This design comes from an exercise in tuning for small area on the open sky130 flow, not from production work. The RTL was checked by simulation tests, not by an equivalence proof against the original design. Power and IR drop assume default switching activity.

==> inputs of build 3 <==
// mipsCore
module mipsCore (
	input  logic clk,
	input  logic rst,
	input  logic instrValid,
	input  logic [31:0] instr,
	output logic creditReturn,
	output logic wbValid,
	output logic [4:0] wbReg,
	output logic [31:0] wbData,
	output logic halted
);
clock: 7.0 ns
lec_check: 0
abc_area: 1
cap_margin: 20
core_margin: 2
core_utilization: 50
place_density: 0.62
slew_margin: 20
standard.sh (not shown) runs the stock make flow with config.mk's settings and CLKGATE_MAP_FILE= SYNTH_SCRIPT=/design/flow/synth_recipe.tcl, a recipe that flattens the netlist after the stock synthesis.
==> flow/flow/run.sh <==
#!/bin/bash
set -euo pipefail
HERE=$(pwd)
cp -r "$FLOW_HOME/scripts" "$HERE/scripts"
cp "$HERE/flow/abc_area.script" "$HERE/scripts/abc_area.script"
export SCRIPTS_DIR="$HERE/scripts"
export CTS_ARGS="-sink_clustering_enable -repair_clock_nets -sink_clustering_size 11 -sink_clustering_max_diameter 40 -buf_list sky130_fd_sc_hd__clkbuf_4 -dont_use_dummy_load"
export ADDER_MAP_FILE=""
export BUFFER_PORTS_ARGS="-buffer_cell sky130_fd_sc_hd__buf_1"
bash standard.sh > standard.log 2>&1
==> flow/flow/abc_area.script <==
strash
&get -n
&dch -f
&nf -R 1000 -p
&put
strash
&get -n
&dch -f
&nf -R 1000 -p
&put
topo
stime -c
==> trial 2 (differences from build 3) <==
==> flow/flow/run.sh (replaced) <==
#!/bin/bash
set -euo pipefail
HERE=$(pwd)
cp -r "$FLOW_HOME/scripts" "$HERE/scripts"
cp "$HERE/flow/abc_area.script" "$HERE/scripts/abc_area.script"
export SCRIPTS_DIR="$HERE/scripts"
export CTS_ARGS="-sink_clustering_enable -repair_clock_nets -sink_clustering_size 11 -sink_clustering_max_diameter 40 -buf_list sky130_fd_sc_hd__clkbuf_4 -dont_use_dummy_load"
export BUFFER_PORTS_ARGS="-buffer_cell sky130_fd_sc_hd__buf_1"
bash standard.sh > standard.log 2>&1
CORE_UTILIZATION = 40   (was 50)
PLACE_DENSITY = default   (was 0.62)
==> trial 67 (differences from build 3) <==
--- a/flow/design.v
+++ b/flow/design.v
@@ -110,21 +110,13 @@
 	assign inWord = {inCls, instr[25:4], (instr[31:26] == 6'b000000) ? inFk : instr[3:0]};
 	logic [3:0][29:0] q;
 	logic [1:0] wrPtr, rdPtr;
 	logic [2:0] cnt, cntNext;
 	logic pop;
 	logic [29:0] head;
-	logic [29:0][3:0] termQ;
-	always_comb
-	begin
-		for (int k = 0; k < 4; k++)
-			for (int b = 0; b < 30; b++)
-				termQ[b][k] = q[k][b] && (rdPtr == 2'(k));
-		for (int b = 0; b < 30; b++)
-			head[b] = |termQ[b];
-	end
+	assign head = q[rdPtr];
 	assign pop = act && ph7;
 	assign cntNext = cnt + {2'b0, instrValid} - {2'b0, pop};
 	always_ff @(posedge clk)
 		for (int k = 0; k < 4; k++)
 			if (instrValid && wrPtr == 2'(k))
 				q[k] <= inWord;
@@ -157,30 +149,22 @@
 		fSltu = (kind == KSltu);
 		fSh16 = (kind == KSh16);
 	end
 	assign dest = isR ? rd : rt;
 	logic [3:0] rsTap, rtTap, A, Bt, B, immNib;
 	logic fwdA, fwdB;
-	logic [31:1] selA, selB;
-	logic [3:0][31:1] termA, termB;
 	always_comb
 	begin
+		rsTap = '0;
+		rtTap = '0;
 		for (int i = 1; i < 32; i++)
 		begin
-			selA[i] = (rs == 5'(i));
-			selB[i] = (rt == 5'(i));
-			for (int b = 0; b < 4; b++)
-			begin
-				termA[b][i] = rf[i][b] && selA[i];
-				termB[b][i] = rf[i][b] && selB[i];
-			end
-		end
-		for (int b = 0; b < 4; b++)
-		begin
-			rsTap[b] = |termA[b];
-			rtTap[b] = |termB[b];
+			if (rs == 5'(i))
+				rsTap = rf[i][3:0];
+			if (rt == 5'(i))
+				rtTap = rf[i][3:0];
 		end
 	end
 	assign fwdA = wenP && (wbReg == rs);
 	assign fwdB = wenP && (wbReg == rt);
 	assign A = fwdA ? R[7:4] : rsTap;
 	assign Bt = fwdB ? R[7:4] : rtTap;
@@ -219,21 +203,13 @@
 		if (isStore)
 			res = Bt;	 
 	end
 	logic [3:0] addrE, memTap;
 	logic loadSel, storeSel;
 	assign addrE = (ph == 3'd1) ? {sum[1:0], addrR[1:0]} : addrR;
-	logic [3:0][15:0] termM;
-	always_comb
-	begin
-		for (int j = 0; j < 16; j++)
-			for (int b = 0; b < 4; b++)
-				termM[b][j] = dm[j][b] && (addrE == 4'(j));
-		for (int b = 0; b < 4; b++)
-			memTap[b] = |termM[b];
-	end
+	assign memTap = dm[addrE][3:0];
 	assign loadSel = ph0 ? prevLoad : (act && isLoad);
 	assign storeSel = ph0 ? prevStore : (act && isStore);
 	logic haltNext;
 	assign haltNext = halted || (act && isHalt);
 	always_ff @(posedge clk)
 	begin
==> flow/flow/run.sh (replaced) <==
#!/bin/bash
set -euo pipefail
HERE=$(pwd)
cp -r "$FLOW_HOME/scripts" "$HERE/scripts"
cp "$HERE/flow/abc_area.script" "$HERE/scripts/abc_area.script"
export SCRIPTS_DIR="$HERE/scripts"
export CTS_ARGS="-sink_clustering_enable -repair_clock_nets -sink_clustering_size 28 -sink_clustering_max_diameter 60"

bash standard.sh > standard.log 2>&1
==> flow/flow/abc_area.script (replaced) <==
strash
&get -n
&dch -f
&nf -R 1000 -p
&put
topo
stime -c
CORE_UTILIZATION = 40   (was 50)
PLACE_DENSITY = default   (was 0.62)
==> summary.txt <==
                                                                        build 3                    trial 67                    trial 2
Hpwl dp                                                                60200 um                    53300 um                   62300 um
DP Area                                                             43100 sq um                 45300 sq um                43800 sq um
Inverters                                                                     8                          37                         29
Diode count                                                                   8                           0                          4
Run status                                                       finished clean              finished clean             finished clean
Multi-input gate area in the final layout                            6230 sq um                  7360 sq um                 6460 sq um
Pin count of the biggest net entering global routing                         39                          34                         57
Combinational share of power                                              0.018                       0.041                      0.024
Share of cells above drive strength 1                                    0.0685                      0.0865                     0.0683
Flop-to-flop setup slack                                                 420 ps                      480 ps                     440 ps
Post-detailed-route wirelength per cell                                 20.9 um                     17.0 um                    19.9 um
FILL cells                                                                 6872                        9402                       9449
Largest stage delay on the critical path                                 590 ps                      390 ps                     590 ps
Area added between synthesis and finish                                   7.74%                       15.4%                      8.68%
Area enclosed by the die boundary                                   84900 sq um                108000 sq um               107000 sq um
Post-Synth XOR/XNOR Area                                                0.00530                     0.00352                    0.00358
Master cell of the clock root buffer                  sky130_fd_sc_hd__clkbuf_4  sky130_fd_sc_hd__clkbuf_16  sky130_fd_sc_hd__clkbuf_4
Routed met2 length                                                     39800 um                    33300 um                   38000 um

-- what the ideal ports hide --
Ports are ideal in the flow. The routed layouts listed here were re-timed in OpenROAD. Step 1: set_driving_cell puts a clkbuf_16 on clk and a buf_2 on each other input, an assumption about the parent block. Step 2 moves the port delays by t, midway between the first and last clock arrival at a register: inputs arrive t later, outputs are due t later. That takes back most of the time a late clock gives input paths. Three values: no drivers, after step 1, after step 2; two values: the first two.
| run | t (ns) | slack for setup (ns) | worst setup path after step 2 | latest minus earliest clock arrival (ns) | slew at the worst register clock pin (ns) |
|---|---|---|---|---|---|
| build 3 | 1.100 | 0.415 / 0.415 / 0.415 | register to register | 0.167 / 0.167 | 0.12 / 0.12 |
| trial 2 | 1.069 | 0.436 / 0.436 / 0.436 | register to register | 0.235 / 0.235 | 0.12 / 0.12 |
| trial 67 | 0.734 | 0.478 / 0.478 / 0.478 | register to register | 0.055 / 0.055 | 0.10 / 0.10 |
After both steps every run listed still meets setup and hold.
